From an optimization exercise on the open Yosys and OpenROAD flow, aimed at small area, a short achievable clock period and few clock cycles per item; shortcuts taken in it are not production practice. The RTL was checked by simulation tests, not by an equivalence proof against the original design.

**flow/constraint.sdc**
```tcl
create_clock -name core_clock -period 11.0 [get_ports {clk}]
set_input_delay 2.2000 -clock core_clock [delete_from_list [all_inputs] [get_ports {clk}]]
set_output_delay 2.2000 -clock core_clock [all_outputs]
set_load 0.01 [all_outputs]
```
**flow/flow/run.sh**
```bash
#!/bin/bash
# The standard layout, with repair_timing aiming below the clock period
# (setup margin) so the critical paths are sized and buffered, and the port
# buffers made from the smallest buffer cell (repair sizes them up as needed).
set -euo pipefail
bash standard.sh SETUP_SLACK_MARGIN=7.0 "BUFFER_PORTS_ARGS=-buffer_cell sky130_fd_sc_hd__buf_1" finish > make.log 2>&1
```
**flow/config.mk**
```make
export PLATFORM = sky130hd
export DESIGN_NAME = ycbcr420_to_rgb_flip_core
export DESIGN_NICKNAME = ycbcr420_to_rgb_flip_core
export VERILOG_FILES = /design/flow/design.v
export SDC_FILE = /design/flow/constraint.sdc
export NUM_CORES = 4
export LEC_CHECK = 0
export CAP_MARGIN = 20
export CORE_MARGIN = 2
export CORE_UTILIZATION = 40
export CTS_BUF_LIST = sky130_fd_sc_hd__clkbuf_8
export SLEW_MARGIN = 20
```
**flow/standard.sh**
```bash
#!/bin/bash
# synth_recipe.tcl (not shown) runs the flow's synth.tcl, then flattens the netlist and writes it again
# the make line also repeats each setting of config.mk as NAME=value (left out here)
make -C /OpenROAD-flow-scripts/flow DESIGN_CONFIG=/design/flow/config.mk WORK_HOME=/design/flow/orfs CLKGATE_MAP_FILE= SYNTH_SCRIPT=/design/flow/synth_recipe.tcl "${@:-finish}"
```
**flow/design.v**
```verilog
package ycrgb_pkg;
	localparam logic [9:0]  RST_COL_MAX = 10'd159;   
	localparam logic [9:0]  RST_ROW_MAX = 10'd119;   
	localparam logic [12:0] RST_ROW_STRIDE = 13'd960;
endpackage
module ycrgb_chroma
(
	input  logic [7:0] cb,    
	input  logic [7:0] cr,    
	output logic [9:0] kr,
	output logic [8:0] kg,
	output logic [9:0] kb
);
	logic signed [5:0] kb_c;    
	always_comb begin
		if ($signed(cb) >= 8'sd117) begin
			kb_c = -6'sd17;
		end else if ($signed(cb) >= 8'sd59) begin
			kb_c = -6'sd18;
		end else if ($signed(cb) >= 8'sd0) begin
			kb_c = -6'sd19;
		end else if ($signed(cb) >= -8'sd58) begin
			kb_c = -6'sd20;
		end else if ($signed(cb) >= -8'sd116) begin
			kb_c = -6'sd21;
		end else begin
			kb_c = -6'sd22;
		end
	end
	assign kb = {cb[7], cb, 1'b0} + {{4{kb_c[5]}}, kb_c};
	wire rw1 = ~cr[5] ^ cr[3];
	wire rw2 = ~cr[5] & cr[3];
	wire rw3 = ~cr[6] ^ cr[4];
	wire rw4 = ~cr[6] & cr[4];
	wire rw5 = cr[7] ^ cr[5] ^ cr[3];
	wire rw6 = (cr[7] & cr[5]) | (cr[7] & cr[3]) | (cr[5] & cr[3]);
	wire rw7 = cr[6] ^ cr[4];
	wire rw8 = cr[6] & cr[4];
	wire rw9 = ~cr[7] ^ cr[5] ^ ~cr[1];
	wire rw10 = (~cr[7] & cr[5]) | (~cr[7] & ~cr[1]) | (cr[5] & ~cr[1]);
	wire rw11 = cr[6] ^ ~cr[2] ^ cr[0];
	wire rw12 = (cr[6] & ~cr[2]) | (cr[6] & cr[0]) | (~cr[2] & cr[0]);
	wire rw13 = ~cr[7] ^ ~cr[3];
	wire rw14 = ~cr[7] & ~cr[3];
	wire rw15 = ~cr[4] ^ cr[2];
	wire rw16 = ~cr[4] & cr[2];
	wire rw17 = ~cr[5] ^ cr[3] ^ ~cr[1];
	wire rw18 = (~cr[5] & cr[3]) | (~cr[5] & ~cr[1]) | (cr[3] & ~cr[1]);
	wire rw19 = ~cr[6] ^ cr[4] ^ ~cr[2];
	wire rw20 = (~cr[6] & cr[4]) | (~cr[6] & ~cr[2]) | (cr[4] & ~cr[2]);
	wire rw21 = cr[7] ^ cr[5] ^ ~cr[3];
	wire rw22 = (cr[7] & cr[5]) | (cr[7] & ~cr[3]) | (cr[5] & ~cr[3]);
	wire rw23 = cr[6] ^ ~cr[4] ^ cr[2];
	wire rw24 = (cr[6] & ~cr[4]) | (cr[6] & cr[2]) | (~cr[4] & cr[2]);
	wire rw25 = ~cr[7] ^ ~cr[5] ^ cr[3];
	wire rw26 = (~cr[7] & ~cr[5]) | (~cr[7] & cr[3]) | (~cr[5] & cr[3]);
	wire rw27 = cr[1] ^ 1'b1;
	wire rw28 = cr[1] & 1'b1;
	wire rw29 = cr[2] ^ rw3 ^ rw2;
	wire rw30 = (cr[2] & rw3) | (cr[2] & rw2) | (rw3 & rw2);
	wire rw31 = 1'b1 ^ rw5 ^ rw4;
	wire rw32 = (1'b1 & rw5) | (1'b1 & rw4) | (rw5 & rw4);
	wire rw33 = ~cr[0] ^ rw7 ^ rw6;
	wire rw34 = (~cr[0] & rw7) | (~cr[0] & rw6) | (rw7 & rw6);
	wire rw35 = 1'b1 ^ rw9 ^ rw8;
	wire rw36 = (1'b1 & rw9) | (1'b1 & rw8) | (rw9 & rw8);
	wire rw37 = 1'b1 ^ rw11 ^ rw10;
	wire rw38 = (1'b1 & rw11) | (1'b1 & rw10) | (rw11 & rw10);
	wire rw39 = cr[1] ^ rw13 ^ rw12;
	wire rw40 = (cr[1] & rw13) | (cr[1] & rw12) | (rw13 & rw12);
	wire rw41 = ~cr[0] ^ rw15 ^ rw14;
	wire rw42 = (~cr[0] & rw15) | (~cr[0] & rw14) | (rw15 & rw14);
	wire rw43 = 1'b1 ^ rw17 ^ rw16;
	wire rw44 = (1'b1 & rw17) | (1'b1 & rw16) | (rw17 & rw16);
	wire rw45 = cr[0] ^ rw19 ^ rw18;
	wire rw46 = (cr[0] & rw19) | (cr[0] & rw18) | (rw19 & rw18);
	wire rw47 = cr[1] ^ rw21 ^ rw20;
	wire rw48 = (cr[1] & rw21) | (cr[1] & rw20) | (rw21 & rw20);
	wire rw49 = 1'b1 ^ rw23 ^ rw22;
	wire rw50 = (1'b1 & rw23) | (1'b1 & rw22) | (rw23 & rw22);
	wire rw51 = 1'b1 ^ rw25 ^ rw24;
	wire rw52 = (1'b1 & rw25) | (1'b1 & rw24) | (rw25 & rw24);
	wire rw53 = ~cr[6] ^ cr[4] ^ rw26;
	wire rw54 = (~cr[6] & cr[4]) | (~cr[6] & rw26) | (cr[4] & rw26);
	wire rw55 = cr[7] ^ cr[5];
	wire rw56 = cr[7] & cr[5];
	wire rw57 = cr[6] ^ 1'b1;
	wire rw58 = cr[6] & 1'b1;
	wire [22:0] rw59 = {1'b1,~cr[7],rw57,rw55,rw53,rw51,rw49,rw47,rw45,rw43,rw41,rw39,rw37,rw35,rw33,rw31,rw29,rw1,1'b0,1'b0,1'b0,1'b0,1'b0};
	wire [22:0] rw60 = {1'b0,rw58,rw56,rw54,rw52,rw50,rw48,rw46,rw44,rw42,rw40,rw38,rw36,rw34,rw32,rw30,rw28,rw27,1'b0,1'b0,1'b0,1'b0,1'b0};
	wire [22:0] rw61 = rw59 + rw60;
	assign kr = {rw61[22],rw61[21],rw61[20],rw61[19],rw61[18],rw61[17],rw61[16],rw61[15],rw61[14],rw61[13]};
	wire gw1 = ~cb[6] ^ cb[3];
	wire gw2 = ~cb[6] & cb[3];
	wire gw3 = cb[7] ^ cb[4];
	wire gw4 = cb[7] & cb[4];
	wire gw5 = cb[5] ^ ~cb[3];
	wire gw6 = cb[5] & ~cb[3];
	wire gw7 = ~cb[4] ^ ~cb[2];
	wire gw8 = ~cb[4] & ~cb[2];
	wire gw9 = ~cb[5] ^ ~cb[3] ^ ~cb[0];
	wire gw10 = (~cb[5] & ~cb[3]) | (~cb[5] & ~cb[0]) | (~cb[3] & ~cb[0]);
	wire gw11 = cr[5] ^ ~cr[1];
	wire gw12 = cr[5] & ~cr[1];
	wire gw13 = ~cb[6] ^ ~cb[4] ^ ~cb[1];
	wire gw14 = (~cb[6] & ~cb[4]) | (~cb[6] & ~cb[1]) | (~cb[4] & ~cb[1]);
	wire gw15 = cr[6] ^ ~cr[2];
	wire gw16 = cr[6] & ~cr[2];
	wire gw17 = cb[7] ^ ~cb[5] ^ ~cb[2];
	wire gw18 = (cb[7] & ~cb[5]) | (cb[7] & ~cb[2]) | (~cb[5] & ~cb[2]);
	wire gw19 = ~cr[7] ^ ~cr[3];
	wire gw20 = ~cr[7] & ~cr[3];
	wire gw21 = ~cb[6] ^ ~cb[3] ^ ~cr[4];
	wire gw22 = (~cb[6] & ~cb[3]) | (~cb[6] & ~cr[4]) | (~cb[3] & ~cr[4]);
	wire gw23 = cb[7] ^ ~cb[4] ^ ~cb[0];
	wire gw24 = (cb[7] & ~cb[4]) | (cb[7] & ~cb[0]) | (~cb[4] & ~cb[0]);
	wire gw25 = ~cb[5] ^ ~cb[1];
	wire gw26 = ~cb[5] & ~cb[1];
	wire gw27 = ~cb[6] ^ ~cb[2] ^ cr[7];
	wire gw28 = (~cb[6] & ~cb[2]) | (~cb[6] & cr[7]) | (~cb[2] & cr[7]);
	wire gw29 = cb[7] ^ ~cb[3];
	wire gw30 = cb[7] & ~cb[3];
	wire gw31 = ~cb[4] ^ cb[1] ^ ~cr[2];
	wire gw32 = (~cb[4] & cb[1]) | (~cb[4] & ~cr[2]) | (cb[1] & ~cr[2]);
	wire gw33 = ~cb[5] ^ cb[2] ^ ~cb[0];
	wire gw34 = (~cb[5] & cb[2]) | (~cb[5] & ~cb[0]) | (cb[2] & ~cb[0]);
	wire gw35 = ~cb[1] ^ ~cr[4] ^ cr[2];
	wire gw36 = (~cb[1] & ~cr[4]) | (~cb[1] & cr[2]) | (~cr[4] & cr[2]);
	wire gw37 = ~cr[0] ^ 1'b1;
	wire gw38 = ~cr[0] & 1'b1;
	wire gw39 = ~cb[2] ^ ~cr[5] ^ cr[3];
	wire gw40 = (~cb[2] & ~cr[5]) | (~cb[2] & cr[3]) | (~cr[5] & cr[3]);
	wire gw41 = ~cr[1] ^ gw3 ^ gw2;
	wire gw42 = (~cr[1] & gw3) | (~cr[1] & gw2) | (gw3 & gw2);
	wire gw43 = ~cr[6] ^ cr[4] ^ ~cr[2];
	wire gw44 = (~cr[6] & cr[4]) | (~cr[6] & ~cr[2]) | (cr[4] & ~cr[2]);
	wire gw45 = 1'b1 ^ gw5 ^ gw4;
	wire gw46 = (1'b1 & gw5) | (1'b1 & gw4) | (gw5 & gw4);
	wire gw47 = cb[6] ^ ~cb[4] ^ cr[7];
	wire gw48 = (cb[6] & ~cb[4]) | (cb[6] & cr[7]) | (~cb[4] & cr[7]);
	wire gw49 = cr[5] ^ ~cr[3] ^ gw6;
	wire gw50 = (cr[5] & ~cr[3]) | (cr[5] & gw6) | (~cr[3] & gw6);
	wire gw51 = ~cb[7] ^ ~cb[5] ^ cr[6];
	wire gw52 = (~cb[7] & ~cb[5]) | (~cb[7] & cr[6]) | (~cb[5] & cr[6]);
	wire gw53 = ~cr[4] ^ 1'b1;
	wire gw54 = ~cr[4] & 1'b1;
	wire gw55 = ~cb[6] ^ ~cr[7] ^ ~cr[5];
	wire gw56 = (~cb[6] & ~cr[7]) | (~cb[6] & ~cr[5]) | (~cr[7] & ~cr[5]);
	wire gw57 = ~cb[2] ^ ~cb[0];
	wire gw58 = ~cb[2] & ~cb[0];
	wire gw59 = ~cb[3] ^ ~cb[1];
	wire gw60 = ~cb[3] & ~cb[1];
	wire gw61 = cr[4] ^ ~cr[0] ^ 1'b1;
	wire gw62 = (cr[4] & ~cr[0]) | (cr[4] & 1'b1) | (~cr[0] & 1'b1);
	wire gw63 = 1'b1 ^ gw9 ^ gw11;
	wire gw64 = (1'b1 & gw9) | (1'b1 & gw11) | (gw9 & gw11);
	wire gw65 = gw13 ^ gw15 ^ gw10;
	wire gw66 = (gw13 & gw15) | (gw13 & gw10) | (gw15 & gw10);
	wire gw67 = gw17 ^ gw19 ^ gw14;
	wire gw68 = (gw17 & gw19) | (gw17 & gw14) | (gw19 & gw14);
	wire gw69 = 1'b1 ^ gw21 ^ gw18;
	wire gw70 = (1'b1 & gw21) | (1'b1 & gw18) | (gw21 & gw18);
	wire gw71 = ~cr[5] ^ 1'b1 ^ gw23;
	wire gw72 = (~cr[5] & 1'b1) | (~cr[5] & gw23) | (1'b1 & gw23);
	wire gw73 = ~cr[6] ^ 1'b1 ^ gw25;
	wire gw74 = (~cr[6] & 1'b1) | (~cr[6] & gw25) | (1'b1 & gw25);
	wire gw75 = ~cr[0] ^ 1'b1 ^ gw27;
	wire gw76 = (~cr[0] & 1'b1) | (~cr[0] & gw27) | (1'b1 & gw27);
	wire gw77 = cb[0] ^ ~cr[1] ^ gw29;
	wire gw78 = (cb[0] & ~cr[1]) | (cb[0] & gw29) | (~cr[1] & gw29);
	wire gw79 = cr[0] ^ 1'b1 ^ gw31;
	wire gw80 = (cr[0] & 1'b1) | (cr[0] & gw31) | (1'b1 & gw31);
	wire gw81 = ~cr[3] ^ cr[1] ^ gw33;
	wire gw82 = (~cr[3] & cr[1]) | (~cr[3] & gw33) | (cr[1] & gw33);
	wire gw83 = gw1 ^ gw35 ^ gw37;
	wire gw84 = (gw1 & gw35) | (gw1 & gw37) | (gw35 & gw37);
	wire gw85 = gw39 ^ gw41 ^ gw36;
	wire gw86 = (gw39 & gw41) | (gw39 & gw36) | (gw41 & gw36);
	wire gw87 = gw43 ^ gw45 ^ gw40;
	wire gw88 = (gw43 & gw45) | (gw43 & gw40) | (gw45 & gw40);
	wire gw89 = gw47 ^ gw49 ^ gw44;
	wire gw90 = (gw47 & gw49) | (gw47 & gw44) | (gw49 & gw44);
	wire gw91 = gw51 ^ gw53 ^ gw48;
	wire gw92 = (gw51 & gw53) | (gw51 & gw48) | (gw53 & gw48);
	wire gw93 = 1'b1 ^ gw55 ^ gw52;
	wire gw94 = (1'b1 & gw55) | (1'b1 & gw52) | (gw55 & gw52);
	wire gw95 = cb[7] ^ ~cr[6] ^ 1'b1;
	wire gw96 = (cb[7] & ~cr[6]) | (cb[7] & 1'b1) | (~cr[6] & 1'b1);
	wire gw97 = cr[2] ^ 1'b1;
	wire gw98 = cr[2] & 1'b1;
	wire gw99 = cr[3] ^ gw59 ^ gw58;
	wire gw100 = (cr[3] & gw59) | (cr[3] & gw58) | (gw59 & gw58);
	wire gw101 = gw7 ^ gw61 ^ gw60;
	wire gw102 = (gw7 & gw61) | (gw7 & gw60) | (gw61 & gw60);
	wire gw103 = gw8 ^ gw63 ^ gw62;
	wire gw104 = (gw8 & gw63) | (gw8 & gw62) | (gw63 & gw62);
	wire gw105 = gw12 ^ gw65 ^ gw64;
	wire gw106 = (gw12 & gw65) | (gw12 & gw64) | (gw65 & gw64);
	wire gw107 = gw16 ^ gw67 ^ gw66;
	wire gw108 = (gw16 & gw67) | (gw16 & gw66) | (gw67 & gw66);
	wire gw109 = gw20 ^ gw69 ^ gw68;
	wire gw110 = (gw20 & gw69) | (gw20 & gw68) | (gw69 & gw68);
	wire gw111 = gw22 ^ gw71 ^ gw70;
	wire gw112 = (gw22 & gw71) | (gw22 & gw70) | (gw71 & gw70);
	wire gw113 = gw24 ^ gw73 ^ gw72;
	wire gw114 = (gw24 & gw73) | (gw24 & gw72) | (gw73 & gw72);
	wire gw115 = gw26 ^ gw75 ^ gw74;
	wire gw116 = (gw26 & gw75) | (gw26 & gw74) | (gw75 & gw74);
	wire gw117 = gw28 ^ gw77 ^ gw76;
	wire gw118 = (gw28 & gw77) | (gw28 & gw76) | (gw77 & gw76);
	wire gw119 = gw30 ^ gw79 ^ gw78;
	wire gw120 = (gw30 & gw79) | (gw30 & gw78) | (gw79 & gw78);
	wire gw121 = gw32 ^ gw81 ^ gw80;
	wire gw122 = (gw32 & gw81) | (gw32 & gw80) | (gw81 & gw80);
	wire gw123 = gw34 ^ gw83 ^ gw82;
	wire gw124 = (gw34 & gw83) | (gw34 & gw82) | (gw83 & gw82);
	wire gw125 = gw38 ^ gw85 ^ gw84;
	wire gw126 = (gw38 & gw85) | (gw38 & gw84) | (gw85 & gw84);
	wire gw127 = gw42 ^ gw87 ^ gw86;
	wire gw128 = (gw42 & gw87) | (gw42 & gw86) | (gw87 & gw86);
	wire gw129 = gw46 ^ gw89 ^ gw88;
	wire gw130 = (gw46 & gw89) | (gw46 & gw88) | (gw89 & gw88);
	wire gw131 = gw50 ^ gw91 ^ gw90;
	wire gw132 = (gw50 & gw91) | (gw50 & gw90) | (gw91 & gw90);
	wire gw133 = gw54 ^ gw93 ^ gw92;
	wire gw134 = (gw54 & gw93) | (gw54 & gw92) | (gw93 & gw92);
	wire gw135 = gw56 ^ gw95 ^ gw94;
	wire gw136 = (gw56 & gw95) | (gw56 & gw94) | (gw95 & gw94);
	wire gw137 = cr[7] ^ 1'b1 ^ gw96;
	wire gw138 = (cr[7] & 1'b1) | (cr[7] & gw96) | (1'b1 & gw96);
	wire [23:0] gw139 = {gw138,gw137,gw135,gw133,gw131,gw129,gw127,gw125,gw123,gw121,gw119,gw117,gw115,gw113,gw111,gw109,gw107,gw105,gw103,gw101,gw99,gw57,1'b0,1'b0};
	wire [23:0] gw140 = {1'b0,gw136,gw134,gw132,gw130,gw128,gw126,gw124,gw122,gw120,gw118,gw116,gw114,gw112,gw110,gw108,gw106,gw104,gw102,gw100,gw98,gw97,1'b0,1'b0};
	wire [23:0] gw141 = gw139 + gw140;
	assign kg = {gw141[23],gw141[22],gw141[21],gw141[20],gw141[19],gw141[18],gw141[17],gw141[16],gw141[15]};
endmodule
module ycrgb_luma
(
	input  logic [7:0] luma,
	output logic [8:0] yy
);
	wire w1 = luma[4] ^ luma[2];
	wire w2 = luma[4] & luma[2];
	wire w3 = luma[5] ^ luma[3] ^ luma[1];
	wire w4 = (luma[5] & luma[3]) | (luma[5] & luma[1]) | (luma[3] & luma[1]);
	wire w5 = luma[6] ^ luma[4];
	wire w6 = luma[6] & luma[4];
	wire w7 = luma[7] ^ luma[5] ^ luma[3];
	wire w8 = (luma[7] & luma[5]) | (luma[7] & luma[3]) | (luma[5] & luma[3]);
	wire w9 = luma[6] ^ luma[4];
	wire w10 = luma[6] & luma[4];
	wire w11 = luma[7] ^ luma[5];
	wire w12 = luma[7] & luma[5];
	wire w13 = luma[7] ^ luma[2];
	wire w14 = luma[7] & luma[2];
	wire w15 = luma[3] ^ luma[1];
	wire w16 = luma[3] & luma[1];
	wire w17 = luma[0] ^ 1'b1 ^ w1;
	wire w18 = (luma[0] & 1'b1) | (luma[0] & w1) | (1'b1 & w1);
	wire w19 = 1'b1 ^ w3 ^ w2;
	wire w20 = (1'b1 & w3) | (1'b1 & w2) | (w3 & w2);
	wire w21 = luma[2] ^ w5 ^ w4;
	wire w22 = (luma[2] & w5) | (luma[2] & w4) | (w5 & w4);
	wire w23 = luma[0] ^ w7 ^ w6;
	wire w24 = (luma[0] & w7) | (luma[0] & w6) | (w7 & w6);
	wire w25 = luma[1] ^ w9 ^ w8;
	wire w26 = (luma[1] & w9) | (luma[1] & w8) | (w9 & w8);
	wire w27 = luma[2] ^ w11 ^ w10;
	wire w28 = (luma[2] & w11) | (luma[2] & w10) | (w11 & w10);
	wire w29 = luma[6] ^ luma[3] ^ w12;
	wire w30 = (luma[6] & luma[3]) | (luma[6] & w12) | (luma[3] & w12);
	wire w31 = luma[7] ^ luma[4];
	wire w32 = luma[7] & luma[4];
	wire [20:0] w33 = {1'b0,luma[7],luma[6],luma[5],w31,w29,w27,w25,w23,w21,w19,w17,w15,luma[0],luma[6],luma[5],1'b0,1'b0,1'b0,1'b0,1'b0};
	wire [20:0] w34 = {1'b0,1'b0,1'b0,w32,w30,w28,w26,w24,w22,w20,w18,w16,w14,w13,luma[1],luma[0],1'b0,1'b0,1'b0,1'b0,1'b0};
	wire [20:0] w35 = w33 + w34;
	assign yy = {w35[20],w35[19],w35[18],w35[17],w35[16],w35[15],w35[14],w35[13],w35[12]};
endmodule
module ycbcr420_to_rgb_flip_core
#(
	parameter int MAX_WIDTH  = 2048,
	parameter int MAX_HEIGHT = 2048
) (
	input  logic        clk,
	input  logic        arst_n,
	input  logic        wr_en,
	input  logic [1:0]  wr_index,
	input  logic [12:0] wr_data,
	input  logic        s_tvalid,
	output logic        s_tready,
	input  logic [47:0] s_tdata,
	output logic        m_tvalid,
	input  logic        m_tready,
	output logic [71:0] m_tdata,
	output logic        m_tlast,
	output logic        m_tuser
);
	function automatic logic [7:0] sat8(input logic signed [10:0] v);
		if (v[10]) begin
			sat8 = 8'd0;
		end else if (v[9] | v[8]) begin
			sat8 = 8'd255;
		end else begin
			sat8 = v[7:0];
		end
	endfunction
	logic        ph;        
	logic        v1;
	logic        v2;
	logic        ld2;
	logic        r2_free;
	logic        ov;
	logic        olast;     
	logic        addr_ok;
	logic        adv;       
	logic        r1_free;
	logic        ld1;
	logic        ld1_in;    
	logic        ld_lo;
	logic        acc;
	logic        skid_v;    
	logic [7:0]  sk_a;
	logic [7:0]  sk_b;
	assign adv      = v2 && (!ov || m_tready) && addr_ok;
	assign r2_free  = !v2 || adv;
	assign ld2      = v1 && r2_free;
	assign r1_free  = !v1 || ld2;
	assign ld1      = r1_free && (skid_v || s_tvalid);
	assign ld1_in   = r1_free && !skid_v && s_tvalid;
	assign ld_lo    = adv && !olast;
	assign s_tready = ph && !skid_v;
	assign acc      = s_tvalid && s_tready;
	always_ff @(posedge clk or negedge arst_n) begin
		if (!arst_n) begin
			ph     <= 1'b0;
			skid_v <= 1'b0;
			v1     <= 1'b0;
			v2     <= 1'b0;
			ov     <= 1'b0;
			olast  <= 1'b1;
		end else begin
			if (ld1_in || acc) begin
				ph <= !ph;
			end
			if (acc && !r1_free) begin
				skid_v <= 1'b1;
			end else if (r1_free) begin
				skid_v <= 1'b0;
			end
			if (r1_free) begin
				v1 <= skid_v || s_tvalid;
			end
			if (r2_free) begin
				v2 <= v1;
			end
			if (adv) begin
				ov    <= 1'b1;
				olast <= !olast;
			end else if (m_tready) begin
				ov    <= 1'b0;
			end
		end
	end
	always_ff @(posedge clk) begin
		if (acc && !r1_free) begin
			sk_a <= s_tdata[23:16];
			sk_b <= s_tdata[31:24];
		end
	end
	logic [7:0] ya_q;
	logic [7:0] yb_q;
	logic [7:0] cb_q;
	logic [7:0] cr_q;
	always_ff @(posedge clk) begin
		if (ld1) begin
			ya_q <= skid_v ? sk_a : (ph ? s_tdata[23:16] : s_tdata[7:0]);
			yb_q <= skid_v ? sk_b : (ph ? s_tdata[31:24] : s_tdata[15:8]);
		end
		if (ld1_in) begin
			cb_q <= s_tdata[39:32];
			cr_q <= s_tdata[47:40];
		end
	end
	logic [8:0]        yy_a;
	logic [8:0]        yy_b;
	logic signed [9:0] kr;
	logic signed [8:0] kg;
	logic signed [9:0] kb;
	ycrgb_luma u_luma_a (.luma(ya_q), .yy(yy_a));
	ycrgb_luma u_luma_b (.luma(yb_q), .yy(yy_b));
	ycrgb_chroma u_chroma (
		.cb (cb_q ^ 8'h80),
		.cr (cr_q ^ 8'h80),
		.kr (kr),
		.kg (kg),
		.kb (kb)
	);
	logic [8:0]        yy_a_q;
	logic [8:0]        yy_b_q;
	logic signed [9:0] kr_q;
	logic signed [8:0] kg_q;
	logic signed [9:0] kb_q;
	always_ff @(posedge clk) begin
		if (ld2) begin
			yy_a_q <= yy_a;
			yy_b_q <= yy_b;
			kr_q   <= kr;
			kg_q   <= kg;
			kb_q   <= kb;
		end
	end
	function automatic logic [10:0] add11(input logic [10:0] a, input logic [10:0] b);
		logic c;
		c = 1'b0;
		for (int i = 0; i < 11; i++) begin
			add11[i] = a[i] ^ b[i] ^ c;
			c        = (a[i] & b[i]) | (c & (a[i] ^ b[i]));
		end
	endfunction
	logic [9:0]  cm;        
	logic [9:0]  rm;        
	logic [12:0] stride;
	logic [9:0]  col;       
	logic [9:0]  row;       
	logic        lc_q;      
	logic        lr_q;      
	logic        lr_q2;
	logic        wr_q;      
	logic        clamp;
	logic        lc_adv;
	logic        lr_adv;
	logic [23:0] base;      
	logic        bvalid;
	logic        bstart;
	logic [3:0]  bcnt;
	logic        kbit_q;
	logic        st_q;
	logic [9:0]  wr_max;
	logic [9:0]  col_n;
	logic [9:0]  row_n;
	logic [9:0]  kmul;
	logic [15:0] kmul_x;
	logic [23:0] badd_a;
	logic [23:0] badd_b;
	logic [23:0] badd;
	logic        row_step;
	logic        wr_geo;
	function automatic logic ge10(input logic [9:0] a, input logic [9:0] b);
		logic c;
		c = 1'b1;
		for (int i = 0; i < 10; i++) begin
			c = (a[i] & ~b[i]) | ((a[i] | ~b[i]) & c);
		end
		ge10 = c;
	endfunction
	function automatic logic [9:0] inc10(input logic [9:0] a);
		logic c;
		c = 1'b1;
		for (int i = 0; i < 10; i++) begin
			inc10[i] = a[i] ^ c;
			c        = a[i] & c;
		end
	endfunction
	logic [9:0] col_p1;
	logic [9:0] row_p1;
	assign col_p1 = inc10(col);
	assign row_p1 = inc10(row);
	always_comb begin
		if (wr_data[10:0] == 11'd0) begin
			wr_max = 10'd0;
		end else if (wr_data[10]) begin
			wr_max = 10'd1023;
		end else begin
			wr_max = wr_data[9:0] - 10'd1;
		end
	end
	assign wr_geo = wr_en && (wr_index != 2'd3);
	always_ff @(posedge clk or negedge arst_n) begin
		if (!arst_n) begin
			cm     <= ycrgb_pkg::RST_COL_MAX;
			rm     <= ycrgb_pkg::RST_ROW_MAX;
			stride <= ycrgb_pkg::RST_ROW_STRIDE;
		end else if (wr_en) begin
			case (wr_index)
				2'd0: cm     <= wr_max;
				2'd1: rm     <= wr_max;
				2'd2: stride <= wr_data;
				default: ;
			endcase
		end
	end
	assign row_step = ld_lo && lc_q && !lr_q;
	assign clamp    = !bvalid && !wr_q && !wr_geo;
	assign lc_adv   = lc_q ? (cm == 10'd0) : ge10(col_p1, cm);
	assign lr_adv   = lc_q ? (lr_q ? (rm == 10'd0) : ge10(row_p1, rm)) : lr_q;
	always_comb begin
		col_n = col;
		row_n = row;
		if (ld_lo) begin
			if (lc_q) begin
				col_n = 10'd0;
				row_n = lr_q ? 10'd0 : row_p1;
			end else begin
				col_n = col_p1;
			end
		end else if (clamp) begin
			if (lc_q) begin
				col_n = cm;
			end
			if (lr_q) begin
				row_n = rm;
			end
		end
	end
	always_ff @(posedge clk or negedge arst_n) begin
		if (!arst_n) begin
			col   <= '0;
			row   <= '0;
			lc_q  <= 1'b0;
			lr_q  <= 1'b0;
			lr_q2 <= 1'b0;
			wr_q  <= 1'b0;
		end else begin
			col   <= col_n;
			row   <= row_n;
			if (ld_lo) begin
				lc_q <= lc_adv;
				lr_q <= lr_adv;
			end else begin
				lc_q <= (clamp && lc_q) || ge10(col, cm);
				lr_q <= (clamp && lr_q) || ge10(row, rm);
			end
			lr_q2 <= lr_q;
			wr_q  <= wr_geo;
		end
	end
	assign kmul   = lr_q ? rm : (rm - row);
	assign kmul_x = {6'd0, kmul};
	assign bstart = st_q || wr_q || (lr_q && !lr_q2);
	logic [14:0] badd_lo;
	logic [9:0]  bhi_dec;
	logic [9:0]  bhi_inc;
	assign badd_a  = bvalid ? base : {base[22:0], 1'b0};
	assign badd_b  = bvalid ? ~(24'({stride, 1'b0})) : (kbit_q ? 24'({stride, 1'b0}) : 24'd0);
	assign badd_lo = {1'b0, badd_a[13:0]} + {1'b0, badd_b[13:0]} + 15'(bvalid);
	assign bhi_dec = base[23:14] - 10'd1;
	assign bhi_inc = base[22:13] + 10'd1;
	always_comb begin
		if (bvalid) begin
			badd = {badd_lo[14] ? base[23:14] : bhi_dec, badd_lo[13:0]};
		end else begin
			badd = {badd_lo[14] ? bhi_inc : base[22:13], badd_lo[13:0]};
		end
	end
	always_ff @(posedge clk or negedge arst_n) begin
		if (!arst_n) begin
			bvalid <= 1'b0;
			bcnt   <= 4'd10;
			st_q   <= 1'b1;
		end else begin
			st_q <= 1'b0;
			if (bstart) begin
				bvalid <= 1'b0;
				bcnt   <= 4'd10;
			end else if (!bvalid) begin
				if (bcnt == 4'd0) begin
					bvalid <= 1'b1;
				end
				bcnt <= bcnt - 4'd1;
			end
		end
	end
	always_ff @(posedge clk) begin
		if (bstart) begin
			base   <= '0;
			kbit_q <= 1'b0;
		end else begin
			if (!bvalid || row_step) begin
				base <= badd;
			end
			kbit_q <= kmul_x[bcnt - 4'd1];
		end
	end
	assign addr_ok = olast ? (bvalid || lr_q) : 1'b1;
	logic [47:0] opix;
	logic [23:0] ooff;
	logic        ouser;
	logic [23:0] up_off;
	logic [23:0] bsel;
	logic [13:0] up_lo;
	logic [13:0] lo_lo;
	logic [10:0] bsel_inc;
	logic [10:0] ooff_inc;
	logic [23:0] lo_off;
	assign bsel     = lr_q ? 24'd0 : base;
	assign up_lo    = {1'b0, bsel[12:0]} + 14'({col, 2'b00}) + 14'({col, 1'b0});
	assign bsel_inc = bsel[23:13] + 11'd1;
	assign up_off   = {up_lo[13] ? bsel_inc : bsel[23:13], up_lo[12:0]};
	assign lo_lo    = {1'b0, ooff[12:0]} + {1'b0, stride};
	assign ooff_inc = ooff[23:13] + 11'd1;
	assign lo_off   = {lo_lo[13] ? ooff_inc : ooff[23:13], lo_lo[12:0]};
	always_ff @(posedge clk) begin
		if (adv) begin
			opix[7:0]   <= sat8(add11(11'(yy_a_q), 11'(kr_q)));
			opix[15:8]  <= sat8(add11(11'(yy_a_q), 11'(kg_q)));
			opix[23:16] <= sat8(add11(11'(yy_a_q), 11'(kb_q)));
			opix[31:24] <= sat8(add11(11'(yy_b_q), 11'(kr_q)));
			opix[39:32] <= sat8(add11(11'(yy_b_q), 11'(kg_q)));
			opix[47:40] <= sat8(add11(11'(yy_b_q), 11'(kb_q)));
			ooff        <= olast ? up_off : lo_off;
			ouser       <= !olast && lc_q && lr_q;
		end
	end
	assign m_tvalid = ov;
	assign m_tlast  = olast;
	assign m_tuser  = ouser;
	assign m_tdata  = {ooff, opix};
endmodule
```
==> flow_summary.json, run 1 <==
{
  "multi_input_area_um2": 12270,
  "async_reset_ff_share_pct": 26.34,
  "cp_slowest_cell": "edfxtp_1",
  "worstPathArrival_ns": 4.36,
  "num_rows": 82,
  "grt.busiest_layer": "met2",
  "status": "finished clean",
  "r2r_setup_slack_ns": 6.99,
  "vias": 14990,
  "cts.sinks": 262,
  "dr.pass1.iters": 5,
  "die_w_um": 228.9,
  "met1_usage_pct": 26.55,
  "met3_usage_pct": 3.743,
  "yosysSeqAreaShare_pct": 36.07,
  "chipHeight_um": 228.9,
  "max_slew_margin_pct": 33.24,
  "yosysWarnings": 2,
  "regArea_um2": 7297,
  "end_kind": "flop",
  "drive_above_1_share_pct": 14.18,
  "crit_type": "flop to flop",
  "start_util_pct": 40.40,
  "synth-compound-area-share_pct": 12.15,
  "hold_viol_final": 0,
  "finalMaxSlewViolations": 0,
  "syn_to_final_growth_pct": 15.67,
  "dp_hpwl_mm": 38.14,
  "crit_buf_inv": 4,
  "crit_required_ns": 11.35,
  "synth_top_family_by_area": "adder cells",
  "worstPathCellList": "buf_6 -> buf_6 -> fa_2 -> inv_2 -> fa_2 -> fa_2 -> ha_1 -> a21o_1 -> a221oi_4 -> a21oi_2 -> o41a_1 -> buf_4 -> a21o_1 -> a21oi_2 -> xnor2_1",
  "cts_tree": "built",
  "antenna_found_initial": 1,
  "fin_tns_setup_ns": 0,
  "dieArea_um2": 52390,
  "rsz0062_at_grt": "yes",
  "numPortBuffers": 143,
  "maxCapViolations": 0,
  "overflow": 0,
  "drt-vias-per-instance": 5.206,
  "grt_pass1_vias": 14950,
  "syn_inst": 1962,
  "cts.clk_slew.worst_paths_ns": 0.06,
  "reg2regPathDepth": 15,
  "htreeDepth": 2,
  "cp.depth": 15,
  "drt_iter0_drc": 913,
  "synth-simple-area-share_pct": 11.43,
  "max_stage_delay_ns": 0.48,
  "grt_max_degree": 70,
  "grtUsageTotal_pct": 19.57,
  "routabilityCongestion": 0.8889,
  "syn_area_um2": 20230,
  "ys_seq_elements": 262,
  "use_met2_pct": 32.22,
  "wire_per_inst_um": 17.91,
  "synthesis.nets": 2379,
  "grt_pass1_wl_mm": 81.20,
  "finClkSkew_ns": 0.03038,
  "min_period_ns": 4.006,
  "dp_slack_ns": 6.481,
  "nFillCells": 4767,
  "r2r_end": "kg_q[5]$_DFFE_PP_",
  "crit_end": "kg_q[5]$_DFFE_PP_",
  "tightest_slew_ns": 1.001,
  "synth_edf_count": 168,
  "root_buffer": "clkbuf_8",
  "crit_top_cell": "fa_2",
  "critPathMaxFanout": 2,
  "synth-main-ff-cell": "edfxtp_1",
  "post-route-period-util_pct": 36.42,
  "startpoint": "cb_q[5]$_DFFE_PP_",
  "ant_nets": 0,
  "setup_ws_ns": 6.994,
  "synth_xor_area_share_pct": 4.762,
  "diodes": 0,
  "synthAdderAreaFrac_pct": 26.78,
  "drc": 0,
  "core_area_um2": 50070,
  "pin_count": 144,
  "syn_avg_cell_area_um2": 10.31,
  "muxShareOfSynthArea_pct": 3.222,
  "worstSkewPairLatency_ns": 0.63,
  "final_nets": 2585,
  "synth.distinct_cells": 83,
  "clockBufferDepth": 3,
  "crit_family": "adder cells",
  "drt-total-wl_mm": 51.59,
  "regToRegStartpoint": "cb_q[5]$_DFFE_PP_",
  "min-delay-path-class": "flop to flop",
  "finalSetupViolCount": 0,
  "cts_made_buffers": 49,
  "fmax_mhz": 249.6,
  "startpoint_type": "flop"
}
-- worst min path at each step --
stage	startpoint	end	slack, ns	depth (start not counted)
finish	base[4]$_SDFFE_PP0P_	base[4]$_SDFFE_PP0P_	0.48	2
floorplan	lr_q$_DFFE_PN0P_	lr_q2$_DFF_PN0_	0.41	0
detailed placement	base[7]$_SDFFE_PP0P_	base[7]$_SDFFE_PP0P_	0.47	2
global route	base[5]$_SDFFE_PP0P_	base[5]$_SDFFE_PP0P_	0.50	2
global placement	v1$_DFFE_PN0P_	v2$_DFFE_PN0P_	0.45	1
CTS	base[7]$_SDFFE_PP0P_	base[7]$_SDFFE_PP0P_	0.48	2
-- placed cells by master, fill, tap and decap left out, types with 28 or more instances in the layout --
cell type	synthesis	routed
mux2i_1	28	28
o21ai_0	85	84
clkbuf_8	0	52
buf_1	5	142
xor2_1	37	37
xnor2_1	73	73
edfxtp_1	168	168
dfrtp_1	49	49
ha_1	217	199
a21oi_1	99	96
nand2_1	133	126
buf_4	1	52
nor3_1	48	47
nor2_1	179	176
fa_1	132	105
inv_1	243	234
-- cell usage after synthesis (all sizes together) (28+ instances only) --
cell | count | share of area, %
inv | 243 | 4.5
ha | 217 | 13
nor2 | 179 | 3.3
edfxtp | 168 | 25
nand2 | 134 | 2.5
fa | 132 | 13
a21oi | 100 | 2.5
o21ai | 89 | 2.3
xnor2 | 73 | 3.2
dfrtp | 49 | 6.1
nor3 | 48 | 1.2
clkbuf | 43 | 0.80
xor2 | 37 | 1.6
mux2i | 28 | 1.4
-- worst register-to-register path: cells and delay by family, from the launching register on --
kind                       cells  cell delay, ns
buffers and inverters          4            0.48
adders and majority gates      4            1.42
AOI/OAI and AO/OA              6            1.29
xor gates and xnor gates       1            0.08
DFF                            1            0.48
-- per-layer routing --
layer | share of wire [%] | vias up
li1 | - | 7246
met1 | 45 | 7234
met2 | 47 | 438
met3 | 6.1 | 76
met4 | 2.1 | 0
met5 | 0 | -
-- state kept, by name (all words and copies together), names as in the netlist, 4 cells and up --
signal	count
base	24
bcnt	4
cb_q	8
cm	10
col	10
cr_q	8
kb_q	10
kg_q	9
kr_q	10
ooff	24
opix	48
rm	10
row	10
sk_a	8
sk_b	8
stride	13
ya_q	8
yb_q	8
yy_a_q	9
yy_b_q	9
-- stage by stage --
stage               hold slack, ns  cells  instance area, um^2  util [%]
finish                      0.4801   2880                23400     46.74
global route                0.5011   2880                23400     46.74
CTS                         0.4791   2868                22940     45.82
detailed placement          0.4656   2738                21550     43.05
global placement            0.4482   2738                21550     43.05
floorplan                   0.4125   1962                20280         -
-- repair_timing --
action / in CTS / in global routing
buffers inserted: 39 / 11
resized for setup: 32 / 78
pin swaps: 19 / 40
setup endpoints to repair: 30 / 63
gates cloned: 0 / 0
hold buffers: 0 / 0
-- area by class of cell --
class / instances / area share (%)
multi-input cells: 1404 / 52.45
flip-flops and latches: 262 / 31.18
repair buffers: 207 / 4.529
inverters: 244 / 4.058
well taps: 672 / 3.593
clock buffers: 52 / 3.059
clock inverters: 39 / 1.123
-- logic make-up after synthesis --
kind of cell	after synthesis
simple gates	498
other cells	1
fa+ha+maj	355
flops	262
compound gates	382
buf+inv	296
xor+xnor	110
mux	58
Testbench counts, summed over its fixed seeds: cycles 19,304, items 9,600.
==> run 2, diff against run 1 <==
--- a/flow/config.mk
+++ b/flow/config.mk
@@ -7,6 +7,8 @@
 export LEC_CHECK = 0
 export CAP_MARGIN = 20
 export CORE_MARGIN = 2
-export CORE_UTILIZATION = 40
+export CORE_UTILIZATION = 55
 export CTS_BUF_LIST = sky130_fd_sc_hd__clkbuf_8
+export CTS_CLUSTER_DIAMETER = 100
+export CTS_CLUSTER_SIZE = 12
 export SLEW_MARGIN = 20
==> run 2 against run 1 <==
- final cell count shrank 8.3%
- critical path depth grew 3
- cell area shrank 3.2%
- synthesized cell count is the same
- critical path type unchanged
==> flow_summary.json, run 2 <==
{
  "cts-hold-fix-buffers": 0,
  "cts.clk_slew.worst_paths_ns": 0.10,
  "pin_count": 144,
  "async_reset_ff_share_pct": 26.34,
  "final_cell_mix": "inv_1 (243), ha_1 (202), nor2_1 (169)",
  "synthTopCellsByCount": "inv_1 (243), ha_1 (217), nor2_1 (179)",
  "startpoint": "cb_q[0]$_DFFE_PP_",
  "die_w_um": 195.8,
  "finalMaxSlewViolations": 0,
  "maxCapViolations": 0,
  "hold_start": "base[10]$_SDFFE_PP0P_",
  "synth_top_family_by_area": "adder cells",
  "synth.area.top_cells": "edfxtp_1 (25%), ha_1 (13%), fa_1 (13%)",
  "dp_hpwl_mm": 38.07,
  "met2_length_mm": 24.67,
  "min_period_ns": 4.098,
  "fin_tns_setup_ns": 0,
  "min-delay-path-class": "flop to flop",
  "worstPathArrival_ns": 4.52,
  "synth-simple-area-share_pct": 11.43,
  "top_layer_used": "met5",
  "critPathMaxFanout": 3,
  "setup_ws_ns": 6.902,
  "syn_area_um2": 20230,
  "root_buffer": "clkbuf_8",
  "largest_register": "opix",
  "crit_buf_inv": 9,
  "numPortBuffers": 143,
  "yosysWarnings": 2,
  "final_nets": 2572,
  "synth-main-ff-cell": "edfxtp_1",
  "syn_to_final_growth_pct": 12.01,
  "syn_avg_cell_area_um2": 10.31,
  "synth_edf_count": 168,
  "chipHeight_um": 195.8,
  "worstSkewPairLatency_ns": 0.63,
  "routabilityCongestion": 0.8699,
  "dieArea_um2": 38330,
  "regArea_um2": 7297,
  "tightest_slew_ns": 1.042,
  "synthAdderAreaFrac_pct": 26.78,
  "synth.distinct_cells": 83,
  "startpoint_type": "flop",
  "end_kind": "flop",
  "num_rows": 70,
  "finClkSkew_ns": 0.03654,
  "postLayoutCoreUtil_pct": 62.19,
  "dp_slack_ns": 6.479,
  "drt-vias-per-instance": 5.627,
  "grt_pass1_vias": 14970,
  "dr.pass1.iters": 7,
  "status": "finished clean",
  "start_util_pct": 55.52,
  "met3WireLength_mm": 2.131,
  "grt_pass1_wl_mm": 80.09,
  "htreeDepth": 1,
  "cts_tree": "built",
  "ys_seq_elements": 262,
  "crit_type": "flop to flop",
  "synth_xor_area_share_pct": 4.762,
  "grt_max_degree": 64,
  "cts.sinks": 262,
  "grtUsageTotal_pct": 26.79,
  "drt_iter0_drc": 810,
  "crit_required_ns": 11.42,
  "crit_top_cell": "buf_4",
  "clockBufferDepth": 3,
  "worstPathCellList": "buf_6 -> fa_2 -> ha_4 -> fa_1 -> inv_2 -> ha_4 -> and3_4 -> a221oi_4 -> buf_4 -> buf_4 -> buf_4 -> buf_4 -> buf_4 -> buf_4 -> buf_4 -> a21oi_1 -> o22ai_1 -> xnor2_1",
  "drt-total-wl_mm": 51.17,
  "nFillCells": 3091,
  "reg.largest.list": "opix x48, base x24, ooff x24",
  "vias": 14850,
  "regToRegStartpoint": "cb_q[0]$_DFFE_PP_",
  "synth.top_cell.area_share_pct": 24.94,
  "synth-compound-area-share_pct": 12.15,
  "rsz0062_at_grt": "yes",
  "core_area_um2": 36430,
  "synth_most_common_cell": "inv_1",
  "final_common_cell": "inv_1",
  "max_slew_margin_pct": 30.54,
  "post-route-period-util_pct": 37.26,
  "syn_inst": 1962,
  "drc": 0,
  "crit_family": "adder cells",
  "wire_per_inst_um": 19.38,
  "fmax_mhz": 244.0,
  "synthesis.nets": 2379,
  "multi_input_area_um2": 12250,
  "muxShareOfSynthArea_pct": 3.222,
  "antenna_found_initial": 1,
  "max_stage_delay_ns": 0.61,
  "diodes": 0,
  "drive_above_1_share_pct": 12.25,
  "hold_viol_final": 0,
  "overflow": 0,
  "yosysSeqAreaShare_pct": 36.07,
  "hold_ws_ns": 0.4847,
  "finalSetupViolCount": 0,
  "yosysTopAreaCell": "edfxtp_1",
  "cts_made_buffers": 25,
  "largest_reg_flops": 48,
  "ant_nets": 0,
  "wl_met1_mm": 22.57,
  "cp_slowest_cell": "fa_2"
}
## run 2: layer usage
| metal | GRT usage [%] | up-vias |
|---|---|---|
| met5 | 0 | - |
| met4 | 8.726 | 2 |
| met3 | 3.129 | 89 |
| met2 | 45.48 | 338 |
| met1 | 36.11 | 7231 |
| li1 | - | 7194 |
## run 2: final timing paths
path | to | slack [ns] | depth (start not counted)
hold reg to reg | base[10]$_SDFFE_PP0P_ | 0.48 | 2
hold / removal | base[10]$_SDFFE_PP0P_ | 0.48 | 2
setup reg to reg | kg_q[0]$_DFFE_PP_ | 6.90 | 18
max in group asynchronous | rm[8]$_DFFE_PN0P_ | 8.52 | 2
min in group asynchronous | ph$_DFFE_PN0P_ | 1.42 | 1
setup / recovery | kg_q[0]$_DFFE_PP_ | 6.90 | 18
## run 2: cells by family (layout without fill, tap and decap cells)
kind of cell             after synthesis  in the layout
AND/OR/NAND/NOR                      498            498
AO/OA/AOI/OAI                        382            382
adder cells (fa/ha/maj)              355            355
buffers and inverters                296            506
flip-flops                           262            262
XOR/XNOR                             110            110
multiplexers                          58             58
other                                  1              1
## run 2: area by class of cell
cell class,instances,share of cell area [%]
Multi-Input combinational cell,1404,54.07
Sequential cell,262,32.20
Timing Repair Buffer,218,5.119
Inverter,244,4.174
Tap cell,468,2.584
Clock buffer,25,1.519
Clock inverter,19,0.3313
## run 2: worst register-to-register path, cell delays in order, from the launching register on
cell and delay, ns:
edfxtp_1 0.49, buf_6 0.17, fa_2 0.61, ha_4 0.21, fa_1 0.49, inv_2 0.05, ha_4 0.26, and3_4 0.19
a221oi_4 0.08, buf_4 0.14, buf_4 0.12, buf_4 0.12, buf_4 0.12, buf_4 0.12, buf_4 0.13, buf_4 0.12
a21oi_1 0.12, o22ai_1 0.11, xnor2_1 0.25
## run 2: per-stage QoR
stage | cell area, um^2 | instances
2_1_floorplan | 20280 | 1962
3_3_place_gp | 21290 | 2533
3_5_place_dp | 21290 | 2533
4_1_cts | 22210 | 2623
5_1_grt | 22660 | 2640
6_report | 22660 | 2640
## run 2: timing repair
item / in CTS / in global routing
setup endpoints to repair: 24 / 75
gates resized for setup: 33 / 72
buffers inserted: 46 / 17
pin swaps: 21 / 38
==> run 3, diff against run 2 <==
--- a/flow/config.mk
+++ b/flow/config.mk
@@ -7,7 +7,7 @@
 export LEC_CHECK = 0
 export CAP_MARGIN = 20
 export CORE_MARGIN = 2
-export CORE_UTILIZATION = 55
+export CORE_UTILIZATION = 50
 export CTS_BUF_LIST = sky130_fd_sc_hd__clkbuf_8
 export CTS_CLUSTER_DIAMETER = 100
 export CTS_CLUSTER_SIZE = 12
==> run 3 against run 2 <==
- count of clock-buffer cells in the layout is 3 higher
- cell area shrank 0.42%
- synthesized cell count stayed put
- still clean
- synthesized area is the same
==> flow_summary.json, run 3 <==
{
  "diodes": 0,
  "dp_slack_ns": 6.391,
  "worstSkewPairLatency_ns": 0.61,
  "max_stage_delay_ns": 0.57,
  "cts_made_buffers": 26,
  "wl_met1_mm": 22.71,
  "drt-vias-per-instance": 5.486,
  "synth_most_common_cell": "inv_1",
  "yosysWarnings": 2,
  "grt_pass1_vias": 14490,
  "wire_per_inst_um": 18.31,
  "synthTopCellsByCount": "inv_1 (243), ha_1 (217), nor2_1 (179)",
  "syn_area_um2": 20230,
  "met2_length_mm": 23.23,
  "crit_buf_inv": 4,
  "largest_register": "opix",
  "antenna_found_initial": 0,
  "num_rows": 73,
  "pin_count": 144,
  "overflow": 0,
  "die_w_um": 205.1,
  "drt_iter0_drc": 908,
  "dieArea_um2": 42080,
  "cts.clk_slew.worst_paths_ns": 0.09,
  "fin_tns_setup_ns": 0,
  "hold_ws_ns": 0.4850,
  "placedCellCount": 2591,
  "top_layer_used": "met4",
  "crit_type": "flop to flop",
  "maxCapViolations": 0,
  "fmax_mhz": 243.1,
  "hold_viol_final": 0,
  "finalMaxSlewViolations": 0,
  "rsz0062_at_grt": "yes",
  "largest_reg_flops": 48,
  "min_period_ns": 4.114,
  "worstPathCellList": "buf_6 -> buf_6 -> fa_2 -> ha_4 -> fa_1 -> inv_2 -> ha_4 -> a21o_1 -> a221oi_4 -> a21oi_2 -> o41a_1 -> buf_4 -> a21o_1 -> a21oi_2 -> xnor2_1",
  "synth.top_cell.area_share_pct": 24.94,
  "final_cell_mix": "inv_1 (246), ha_1 (203), nor2_1 (172)",
  "crit_required_ns": 11.36,
  "end_kind": "flop",
  "drive_above_1_share_pct": 11.01,
  "setup_ws_ns": 6.886,
  "hold_start": "base[9]$_SDFFE_PP0P_",
  "synth_edf_count": 168,
  "synth.area.top_cells": "edfxtp_1 (25%), ha_1 (13%), fa_1 (13%)",
  "clockBufferDepth": 3,
  "dp_hpwl_mm": 37.04,
  "post-route-period-util_pct": 37.40,
  "tightest_slew_ns": 1.031,
  "routabilityCongestion": 0.8867,
  "dr.pass1.iters": 5,
  "vias": 14690,
  "htreeDepth": 1,
  "reg.largest.list": "opix x48, base x24, ooff x24",
  "core_area_um2": 39820,
  "root_buffer": "clkbuf_8",
  "cp_slowest_cell": "fa_2",
  "cts.sinks": 262,
  "synth-main-ff-cell": "edfxtp_1",
  "drc": 0,
  "yosysSeqAreaShare_pct": 36.07,
  "startpoint": "cb_q[0]$_DFFE_PP_",
  "regToRegStartpoint": "cb_q[0]$_DFFE_PP_",
  "synth.distinct_cells": 83,
  "ant_nets": 0,
  "status": "finished clean",
  "finalSetupViolCount": 0,
  "synthesis.nets": 2379,
  "grt_max_degree": 70,
  "critPathMaxFanout": 3,
  "startpoint_type": "flop",
  "ys_seq_elements": 262,
  "async_reset_ff_share_pct": 26.34,
  "grtUsageTotal_pct": 23.32,
  "finClkSkew_ns": 0.02933,
  "yosysTopAreaCell": "edfxtp_1",
  "finalNonFillerCells": 2677,
  "drt-total-wl_mm": 49.03,
  "met3WireLength_mm": 2.233,
  "syn_inst": 1962,
  "cts_tree": "built",
  "syn_avg_cell_area_um2": 10.31,
  "syn_to_final_growth_pct": 11.54,
  "worstPathArrival_ns": 4.47,
  "max_slew_margin_pct": 31.20,
  "start_util_pct": 50.80,
  "final_nets": 2549,
  "grt_pass1_wl_mm": 76.90,
  "chipHeight_um": 205.1,
  "min-delay-path-class": "flop to flop",
  "final_common_cell": "inv_1",
  "numPortBuffers": 143,
  "crit_family": "adder cells"
}
## run 3: cell counts after synthesis
No cell type changed its count.
## run 3: stage by stage
step	area (um^2)	utilization, %
global route	22560	56.66
finish	22560	56.66
detailed placement	21370	53.66
global placement	21370	53.66
floorplan	20280	-
CTS	22170	55.67
## run 3: worst paths after layout
path	endpoint	slack [ns]	cells past startpoint
max reg2reg	kg_q[5]$_DFFE_PP_	6.89	15
min	base[9]$_SDFFE_PP0P_	0.48	2
max	kg_q[5]$_DFFE_PP_	6.89	15
min reg2reg	base[9]$_SDFFE_PP0P_	0.48	2
max in group asynchronous	bcnt[2]$_DFFE_PN0P_	8.54	2
min in group asynchronous	stride[11]$_DFFE_PN0P_	1.81	2
## run 3: cells by family after synthesis
family	count (synthesis)	share of synthesized area (%)
compound gates	382	12.15
xor+xnor	110	4.762
fa+ha+maj	355	26.78
buf+inv	296	5.560
flops	262	36.07
mux	58	3.222
other cells	1	0.01854
simple gates	498	11.43
## run 3: tightest hold or removal path, delay by kind of cell, from the launching register on
| kind | cells | cell delay [ns] |
|---|---|---|
| DFF | 1 | 0.34 |
| AOI/OAI and AO/OA | 1 | 0.05 |
| and+or+nand+nor | 1 | 0.06 |
## run 3: metal layers
metal	GRT usage, %	up-vias
li1	-	7146
met1	33.14	7149
met2	38.40	331
met3	2.689	61
met4	5.267	0
met5	0	-
## run 3: final cells by class
class | count | area, um^2
Timing Repair Buffer | 194 | 968.4
Clock inverter | 20 | 83.83
Clock buffer | 28 | 385.4
Fill cell | 3539 | 17260
Sequential cell | 262 | 7297
Multi-Input combinational cell | 1404 | 12230
Tap cell | 525 | 656.9
Inverter | 244 | 942.2
## run 3: repair_timing
action                                  4_1_cts  5_1_grt
buffers inserted                             32        6
gates resized for setup                      23       71
endpoints found under the setup margin       18       49
pin swaps                                    11       33
hold buffers                                  0        0
==> run 4, diff against run 3 <==
--- a/flow/config.mk
+++ b/flow/config.mk
@@ -7,8 +7,8 @@
 export LEC_CHECK = 0
 export CAP_MARGIN = 20
 export CORE_MARGIN = 2
-export CORE_UTILIZATION = 50
+export CORE_UTILIZATION = 40
 export CTS_BUF_LIST = sky130_fd_sc_hd__clkbuf_8
-export CTS_CLUSTER_DIAMETER = 100
-export CTS_CLUSTER_SIZE = 12
+export CTS_CLUSTER_DIAMETER = 80
+export CTS_CLUSTER_SIZE = 10
 export SLEW_MARGIN = 20
==> run 4 against run 3 <==
- first-iteration DRC count down 12%
- critical path depth down 2
- synthesized area unchanged
- clock skew down 0.0034 ns
==> flow_summary.json, run 4 <==
{
  "hold_ws_ns": 0.4816,
  "pin_count": 144,
  "finalMaxSlewViolations": 0,
  "num_rows": 82,
  "synth.top_cell.area_share_pct": 24.94,
  "drive_above_1_share_pct": 12.71,
  "post-route-period-util_pct": 36.80,
  "dp_hpwl_mm": 38.14,
  "worstPathArrival_ns": 4.45,
  "multi_input_area_um2": 12260,
  "r2r_setup_slack_ns": 6.95,
  "synth_edf_count": 168,
  "wire_per_inst_um": 17.91,
  "largest_register": "opix",
  "postLayoutCoreUtil_pct": 45.80,
  "startpoint_type": "flop",
  "drt-total-wl_mm": 50.94,
  "crit_family": "adder cells",
  "final_cell_mix": "inv_1 (245), ha_1 (206), nor2_1 (169)",
  "fmax_mhz": 247.0,
  "syn_avg_cell_area_um2": 10.31,
  "placedCellCount": 2738,
  "crit_required_ns": 11.40,
  "final_nets": 2565,
  "numPortBuffers": 143,
  "ant_nets": 0,
  "max_stage_delay_ns": 0.60,
  "root_buffer": "clkbuf_8",
  "drt-vias-per-instance": 5.224,
  "yosysWarnings": 2,
  "cts.clk_slew.worst_paths_ns": 0.08,
  "nFillCells": 4844,
  "start_util_pct": 40.40,
  "largest_reg_flops": 48,
  "cts_tree": "built",
  "worstPathCellList": "inv_4 -> fa_1 -> fa_2 -> fa_2 -> ha_1 -> a21o_1 -> a221oi_4 -> a21oi_2 -> o41a_1 -> nand4_1 -> nand3b_1 -> a21oi_2 -> xnor2_1",
  "rsz0062_at_grt": "yes",
  "vias": 14860,
  "synth_most_common_cell": "inv_1",
  "regArea_um2": 7297,
  "diodes": 0,
  "grtUsageTotal_pct": 19.26,
  "core_area_um2": 50070,
  "async_reset_ff_share_pct": 26.34,
  "overflow": 0,
  "max_slew_margin_pct": 33.58,
  "crit_type": "flop to flop",
  "grt_pass1_vias": 14780,
  "final_common_cell": "inv_1",
  "cts.sinks": 262,
  "syn_inst": 1962,
  "end_kind": "flop",
  "min_to": "base[4]$_SDFFE_PP0P_",
  "synth.distinct_cells": 83,
  "fin_area_um2": 22930,
  "finalSetupViolCount": 0,
  "synth-main-ff-cell": "edfxtp_1",
  "min-delay-path-class": "flop to flop",
  "finalNonFillerCells": 2844,
  "synth.area.top_cells": "edfxtp_1 (25%), ha_1 (13%), fa_1 (13%)",
  "syn_area_um2": 20230,
  "grt_pass1_wl_mm": 80.17,
  "min_period_ns": 4.048,
  "fin_tns_setup_ns": 0,
  "placed_area_um2": 21550,
  "hold_viol_final": 0,
  "clockBufferDepth": 3,
  "antenna_found_initial": 1,
  "synthesis.nets": 2379,
  "chipHeight_um": 228.9,
  "routabilityCongestion": 0.8889,
  "hold_start": "base[4]$_SDFFE_PP0P_",
  "finClkSkew_ns": 0.02594,
  "dr.pass1.iters": 6,
  "status": "finished clean",
  "maxCapViolations": 0,
  "cts_made_buffers": 31,
  "ys_seq_elements": 262,
  "r2r_end": "kg_q[7]$_DFFE_PP_",
  "reg2regPathDepth": 13,
  "grt_max_degree": 70,
  "drc": 0,
  "htreeDepth": 1,
  "synthTopCellsByCount": "inv_1 (243), ha_1 (217), nor2_1 (179)",
  "yosysTopAreaCell": "edfxtp_1",
  "cts-hold-fix-buffers": 0,
  "crit_buf_inv": 1,
  "cp_slowest_cell": "fa_2",
  "dieArea_um2": 52390,
  "drt_iter0_drc": 796,
  "regToRegStartpoint": "cb_q[4]$_DFFE_PP_",
  "holdPathStages": 2,
  "yosysSeqAreaShare_pct": 36.07,
  "syn_to_final_growth_pct": 13.37,
  "worstSkewPairLatency_ns": 0.65,
  "critPathMaxFanout": 3,
  "reg.largest.list": "opix x48, base x24, ooff x24",
  "die_w_um": 228.9,
  "tightest_slew_ns": 0.9962
}
==> run 4: how the worst max path moves through the flow <==
stage | startpoint | cells past startpoint | endpoint | slack [ns]
after global routing | cb_q[4]$_DFFE_PP_ | 13 | kg_q[8]$_DFFE_PP_ | 6.80
final | cb_q[4]$_DFFE_PP_ | 13 | kg_q[7]$_DFFE_PP_ | 6.95
after detailed placement | m_tready | 10 | base[21]$_SDFFE_PP0P_ | 6.48
after floorplan | m_tready | 5 | ooff[13]$_DFFE_PP_ | 6.98
after global placement | m_tready | 10 | base[21]$_SDFFE_PP0P_ | 6.52
after CTS | cb_q[4]$_DFFE_PP_ | 13 | kg_q[7]$_DFFE_PP_ | 6.97
==> run 4: repair_timing <==
action	4_1_cts	5_1_grt
pin swaps	16	39
gates resized for setup	31	85
hold endpoints to repair	0	0
buffers inserted	40	8
endpoints found under the setup margin	35	64
==> run 4: kinds of logic (layout without fill, tap and decap cells) <==
kind of cell    Yosys count  in the layout  share of synthesized area, %
other cells               1              1                       0.01854
flops                   262            262                         36.07
xor+xnor                110            110                         4.762
buf+inv                 296            506                         5.560
compound gates          382            382                         12.15
fa+ha+maj               355            355                         26.78
mux                      58             58                         3.222
simple gates            498            498                         11.43
==> run 4: layout make-up <==
class / count / area share (%)
Tap cell: 672 / 3.666
Multi-Input combinational cell: 1404 / 53.47
Inverter: 244 / 4.141
Clock buffer: 31 / 1.860
Clock inverter: 26 / 0.4801
Timing Repair Buffer: 205 / 4.561
Sequential cell: 262 / 31.82
==> run 4: per-stage QoR <==
step	setup WS [ns]
after CTS	6.971
after floorplan	6.976
after global placement	6.522
final	6.952
after detailed placement	6.481
after global routing	6.797
==> run 4: worst min-delay path, stage by stage, from the launching register on <==
cell	delay, ns
dfxtp_1	0.33
nand2_1	0.06
a21oi_1	0.05
==> run 4: metal layers <==
metal,vias up,track usage (%),share of wire (%)
met5,-,0.1838,0
met4,0,4.809,2.4
met3,79,3.094,5.6
met2,395,31.89,47
met1,7195,26.37,45
li1,7187,-,-

==> static timing again, ports no longer ideal <==
Ports are ideal in the flow. The routed layouts listed here were re-timed in OpenROAD.
Step 1 (the two cells are an assumption about what drives the block):
set clk [get_ports {clk}]
set_driving_cell -lib_cell sky130_fd_sc_hd__clkbuf_16 $clk
set_driving_cell -lib_cell sky130_fd_sc_hd__buf_2 [delete_from_list [all_inputs] $clk]
Step 2, shift: input delay + t, output delay - t, t = (earliest + latest rising clock arrival at the registers) / 2. This alone moves slack from input paths to output paths.
a / b / c = ideal / step 1 / step 2; a / b = the first two.
| run | shift t [ns] | setup WS [ns] | worst setup path after step 2 | worst slew at a driven data input, ns | cell pins on the clock port's net |
|---|---|---|---|---|---|
| run 1 | 0.670 | 6.994 / 6.994 / 6.556 | input to register | 0.06 | 1 |
| run 2 | 0.661 | 6.902 / 6.902 / 6.537 | input to register | 0.05 | 1 |
| run 3 | 0.651 | 6.886 / 6.886 / 6.520 | input to register | 0.05 | 1 |
| run 4 | 0.684 | 6.952 / 6.952 / 6.528 | input to register | 0.06 | 1 |
After both steps setup and hold are still met in every run listed. The setup slack of run 1, which loses most, moves by 0.000 ns with the drivers and by -0.438 ns with both steps.
